This is an optimization exercise on Yosys and OpenROAD, whose aim is small area, a short achievable clock period and few clock cycles per item, not a production implementation.
In this exercise RTL edits were held to simulation tests only and were not proved equivalent to the original.

[flow/run.sh]
#!/bin/bash
# synth_recipe.tcl (not shown) runs the flow's synth.tcl, then flattens the netlist and writes it again
# the make line also repeats each setting of config.mk as NAME=value (left out here)
make -C /OpenROAD-flow-scripts/flow DESIGN_CONFIG=/design/flow/config.mk WORK_HOME=/design/flow/orfs CLKGATE_MAP_FILE= SYNTH_SCRIPT=/design/flow/synth_recipe.tcl finish
[flow/config.mk]
export PLATFORM = sky130hd
export DESIGN_NAME = freq_analysis
export DESIGN_NICKNAME = freq_analysis
export VERILOG_FILES = /design/flow/design.v
export SDC_FILE = /design/flow/constraint.sdc
export NUM_CORES = 4
export LEC_CHECK = 0
export CAP_MARGIN = 20
export CORE_MARGIN = 2
export CORE_UTILIZATION = 40
export SLEW_MARGIN = 20
[flow/constraint.sdc]
create_clock -name core_clock -period 13.0 [get_ports {clk}]
set_input_delay 2.6000 -clock core_clock [delete_from_list [all_inputs] [get_ports {clk}]]
set_output_delay 2.6000 -clock core_clock [all_outputs]
set_load 0.01 [all_outputs]
[flow/design.v]
package freq_analysis_pkg;
    localparam int DATA_W = 16;
    localparam int N_BINS = 16;
    localparam int IDX_W  = 4;
    localparam int POW_W  = 32;
    typedef struct packed {
        logic signed [DATA_W-1:0] re;
        logic signed [DATA_W-1:0] im;
    } cplx_t;
    typedef enum logic [1:0] {IDLE, SCAN, DONE} state_t;
endpackage
module bin_power
(
    input  logic [31:0]                          bin_i,
    output logic [freq_analysis_pkg::POW_W-1:0]  pow_o
);
    localparam int POW_W = freq_analysis_pkg::POW_W;
    logic signed [15:0]      re, im;
    logic signed [POW_W-1:0] re_sq, im_sq;
    always_comb begin
        re    = bin_i[31:16];
        im    = bin_i[15:0];
        re_sq = POW_W'(re) * POW_W'(re);
        im_sq = POW_W'(im) * POW_W'(im);
        pow_o = $unsigned(re_sq) + $unsigned(im_sq);
    end
endmodule
module freq_analysis
(
    input  logic                   clk,
    input  logic                   rst,
    input  logic                   fft_valid,
    input  logic [freq_analysis_pkg::N_BINS*32-1:0]   fft_d,
    output logic                   done,
    output logic [freq_analysis_pkg::IDX_W-1:0]       freq,
    output logic                   overrun
);
    freq_analysis_pkg::state_t           state_q, state_d;
    logic [freq_analysis_pkg::N_BINS*32-1:0] work_q;
    logic [freq_analysis_pkg::N_BINS*32-1:0] pend_q;
    logic             pend_full_q, pend_full_d;
    logic [freq_analysis_pkg::IDX_W-1:0] idx_q, idx_d;
    logic [freq_analysis_pkg::IDX_W-1:0] max_idx_q, max_idx_d;
    logic [freq_analysis_pkg::IDX_W-1:0] freq_q, freq_d;
    logic [freq_analysis_pkg::POW_W-1:0] max_pow_q, max_pow_d;
    logic [freq_analysis_pkg::POW_W-1:0] pow;
    logic             overrun_q, overrun_d;
    logic             load_work, load_pend, move_pend;
    bin_power u_pow (.bin_i(work_q[32*idx_q +: 32]), .pow_o(pow));
    always_comb begin
        state_d     = state_q;
        idx_d       = idx_q;
        max_pow_d   = max_pow_q;
        max_idx_d   = max_idx_q;
        freq_d      = freq_q;
        pend_full_d = pend_full_q;
        overrun_d   = overrun_q;
        load_work   = 1'b0;
        load_pend   = 1'b0;
        move_pend   = 1'b0;
        case (state_q)
            freq_analysis_pkg::IDLE: begin
                if (fft_valid) begin
                    load_work = 1'b1;
                    state_d   = freq_analysis_pkg::SCAN;
                    idx_d     = '0;
                    max_pow_d = '0;
                    max_idx_d = '0;
                end
            end
            freq_analysis_pkg::SCAN: begin
                if (idx_q == '0 || pow > max_pow_q) begin
                    max_pow_d = pow;
                    max_idx_d = idx_q;
                end
                idx_d = idx_q + 1'b1;
                if (idx_q == 4'(freq_analysis_pkg::N_BINS - 1)) begin
                    state_d = freq_analysis_pkg::DONE;
                    freq_d  = max_idx_d;
                end
                if (fft_valid) begin
                    if (pend_full_q) begin
                        overrun_d = 1'b1;
                    end else begin
                        load_pend   = 1'b1;
                        pend_full_d = 1'b1;
                    end
                end
            end
            freq_analysis_pkg::DONE: begin
                idx_d     = '0;
                max_pow_d = '0;
                max_idx_d = '0;
                if (pend_full_q) begin
                    move_pend   = 1'b1;
                    load_pend   = fft_valid;
                    pend_full_d = fft_valid;
                    state_d     = freq_analysis_pkg::SCAN;
                end else if (fft_valid) begin
                    load_work = 1'b1;
                    state_d   = freq_analysis_pkg::SCAN;
                end else begin
                    state_d = freq_analysis_pkg::IDLE;
                end
            end
            default: state_d = freq_analysis_pkg::IDLE;
        endcase
    end
    always_ff @(posedge clk) begin
        if (rst) begin
            state_q     <= freq_analysis_pkg::IDLE;
            idx_q       <= '0;
            max_pow_q   <= '0;
            max_idx_q   <= '0;
            freq_q      <= '0;
            pend_full_q <= 1'b0;
            overrun_q   <= 1'b0;
        end else begin
            state_q     <= state_d;
            idx_q       <= idx_d;
            max_pow_q   <= max_pow_d;
            max_idx_q   <= max_idx_d;
            freq_q      <= freq_d;
            pend_full_q <= pend_full_d;
            overrun_q   <= overrun_d;
        end
    end
    always_ff @(posedge clk) begin
        if (load_work) work_q <= fft_d;
        else if (move_pend) work_q <= pend_q;
        if (load_pend) pend_q <= fft_d;
    end
    assign done    = (state_q == freq_analysis_pkg::DONE);
    assign freq    = freq_q;
    assign overrun = overrun_q;
endmodule
==> impl_metrics.tcl <==
set metrics [dict create \
    die_h_um 394.4 \
    synth_cell_type_count 66 \
    syn_area_per_cell_sq_um 15.10 \
    numCtsBuffers 113 \
    dieArea_sq_um 155600 \
    maxSlewHeadroom_pct 13.38 \
    grt_pass1_wl_um 240200 \
    io_buffers 520 \
    hold_path.class "flop to flop" \
    fp-row-count 143 \
    cts_max_path_buffers 3 \
    critPathBufInv 8 \
    drc 0 \
    grt_pass1_vias 36020 \
    yosys_most_used_dff "edfxtp_1" \
    tightest_slew_ps 1299 \
    antenna_found_initial 75 \
    synth_nets 5261 \
    setup_violations 0 \
    ctsResizeCount 0 \
    ant_nets 0 \
    firstDrtPassIters 5 \
    fin_crit_sh_pct 94.47 \
    wl_per_cell_um 24.19 \
    cts_tree "built" \
    nets 5802 \
    synth_edf_count 1024 \
    start_util_pct 40.18 \
    ys_seq_area_share_pct 52.01 \
    chipWidth_um 394.4 \
    required_ps 13580 \
    rsz0062_at_grt "false" \
    hold_viol 0 \
    cts_root_buf "clkbuf_16" \
    grtUsageMet3_pct 6.003 \
    dr_total_vias 33800 \
    grt-busiest-layer "met2" \
    gp_congestion 0.9274 \
    crit_fanout 26 \
    synth_seq_cells 1072 \
    hold_path.startpoint "max_pow_q[25]" \
    numClockSinks 1072 \
    async_flop_share_pct 0 \
    areaGrowthSynthToFinish_pct 18.49 \
    status "finished clean" \
    r2r_start "idx_q[1]" \
    grt_use_total_pct 20.92 \
    slew_violations 0 \
    wl_um 162500 \
    grt_max_degree 146 \
    viasPerCell 5.031 \
    fin_crit_ps 12280 \
    n_fill_cell 13380 \
    setup_tns_ps 0 \
    yosys_warnings 2 \
    slowest_stage "dfxtp_4" \
    synth_cells 4038 \
    clkSlewWorstSetupHoldPaths_ps 60 \
    slowest_delay_ps 760 \
    crit_start "idx_q[1]" \
    io_pins 521 \
    syn_area_sq_um 60970 \
    clk-insertion-delay-late_ps 760 \
    cp-start-kind "flop" \
    fin_skew_ps 74.80 \
    arrival_ps 12860 \
    max_freq_ghz 0.08143 \
    path_common_cell "fa_1" \
    crit_type "flop to flop" \
    grt-ovfl-total 0 \
    htree_levels 3 \
    use_met1_pct 27.79 \
    drv_cap 0 \
    grtUsageMet2_pct 33.40 \
    drive_above_1_share_pct 19.35 \
    endpoint_kind "flop" \
    post-dp-hpwl_um 123800 \
    core_region_area_sq_um 151700 \
    drt_iter0_drc 2290 \
    crit_family "adder cells" \
]
## registers in the layout, summed over array words and instances, names as in the netlist
name and count:
overrun_q 1, state_q 2, pend_q 512, max_pow_q 32
idx_q 4, freq_q 4, max_idx_q 4, work_q 512
pend_full_q 1
## cell type report
cell class	instances	area [sq um]	share of cell area (%)
flip-flops and latches	1072	31730	43.91
inverters	712	2673	3.699
well taps	2030	2540	3.516
multi-input cells	2108	25990	35.98
clock buffers	148	2959	4.096
diodes	16	40.04	0.05542
repair buffers	572	5782	8.003
clock inverters	61	533.0	0.7378
## cell families (layout without fill, tap and decap cells)
logic type	after synthesis	count (layout)	synth area share, %
AND/OR/NAND/NOR	466	466	3.273
other	0	16	0
flip-flops	1072	1072	52.01
buffers and inverters	858	1493	5.416
XOR/XNOR	54	54	0.7757
multiplexers	694	694	15.45
AO/OA/AOI/OAI	186	186	2.140
adder cells (fa/ha/maj)	708	708	20.93
## synth_stat cells, types with 15 or more instances
cell	n	area share, %
a21o_1	15	0.18
nor2_1	177	1.1
mux2_2	528	9.8
nand2_1	185	1.1
fa_1	520	17
a22oi_1	23	0.28
a21oi_1	45	0.37
ha_1	188	3.9
mux4_2	145	5.4
dfxtp_1	48	1.6
edfxtp_1	1024	50
o21ai_0	25	0.21
clkbuf_1	87	0.54
xnor2_1	46	0.66
inv_1	702	4.3
and2_1	24	0.25
buf_2	41	0.34
mux2i_1	21	0.34
## through the flow
step / utilization [%] / worst slack [ps] / hold WS (ps) / cell area, sq um / std cells
after floorplan: - / 1990 / 442.4 / 60980 / 4038
after global placement: 45.25 / 690.4 / 460.2 / 68660 / 6492
after detailed placement: 45.25 / 491.9 / 463.5 / 68660 / 6492
after CTS: 47.55 / 488.3 / 480.0 / 72150 / 6701
after global routing: 47.60 / 73.60 / 493.7 / 72220 / 6711
final: 47.62 / 718.9 / 477.8 / 72240 / 6719
## layer usage
| layer | wire length (um) | part of all wire, % | vias up |
|---|---|---|---|
| li1 | - | - | 15100 |
| met1 | 68740 | 42 | 17300 |
| met2 | 76430 | 47 | 994 |
| met3 | 12350 | 7.6 | 301 |
| met4 | 4325 | 2.7 | 102 |
| met5 | 696 | 0.43 | - |
## cells in the final DEF, fill, tap and decap left out, types with 8 or more instances in the layout
cell type        netlist  final
xor2_1                 8      8
clkdlybuf4s50_1        0    519
nand4_1                8      8
xnor2_1               46     46
nand3_1               13     13
mux2i_1               21     21
mux4_2               145    145
and2_1                24     24
nand2b_1              14     14
nor3_1                11     11
dfxtp_1               48     44
fa_1                 520    520
clkbuf_16              0    113
a21o_1                15     15
clkinv_1               4     33
and3_1                 8      8
nor2_1               177    175
clkbuf_1              87     35
inv_1                702    702
a21oi_1               45     45
a22oi_1               23     23
ha_1                 188    188
o21ai_0               25     25
buf_12                 0     15
edfxtp_1            1024   1024
clkinv_2               0     17
diode_2                0     16
nand2_1              185    184
mux2_2               528    528
buf_4                  6     36
o21a_1                14     14
## repair_timing
| action | in CTS | in global routing |
|---|---|---|
| hold buffers | 0 | 0 |
| buffers inserted | 0 | 2 |
| endpoints found under the hold margin | 0 | 0 |
| setup endpoints to repair | 0 | 7 |
## final timing paths
check | slack, ps | cells past startpoint | endpoint
max | 720 | 38 | max_pow_q[31]
min | 480 | 1 | max_pow_q[25]
max reg2reg | 720 | 38 | max_pow_q[31]
min reg2reg | 480 | 1 | max_pow_q[25]
Testbench counts, summed over its fixed seeds: cycles 16,328, frames 960.

afterwards: timing with drivers on the ports:
Ports are ideal in the flow. The routed layout listed here was re-timed in OpenROAD.
Step 1, drivers: a clkbuf_16 drives clk and a buf_2 each remaining input, both assumed.
Step 2 adds t to the input delays and takes it off the output delays; t is the mean of the earliest and latest rising clock arrival at the registers after step 1. Input paths then give back, and output paths get back, about the clock's delay inside the block.
a / b / c = ideal / step 1 / step 2; a / b = the first two.
shift t [ns]: 0.805
setup slack, ns: 0.719 / 0.719 / 0.719
worst setup path after step 2: register to register
worst slew at a driven data input, ns: 0.18
pins driven straight from the clock port: 1
After both steps this run still meets setup and hold. The setup slack of this run moves by 0.000 ns with the drivers and by 0.000 ns with both steps.
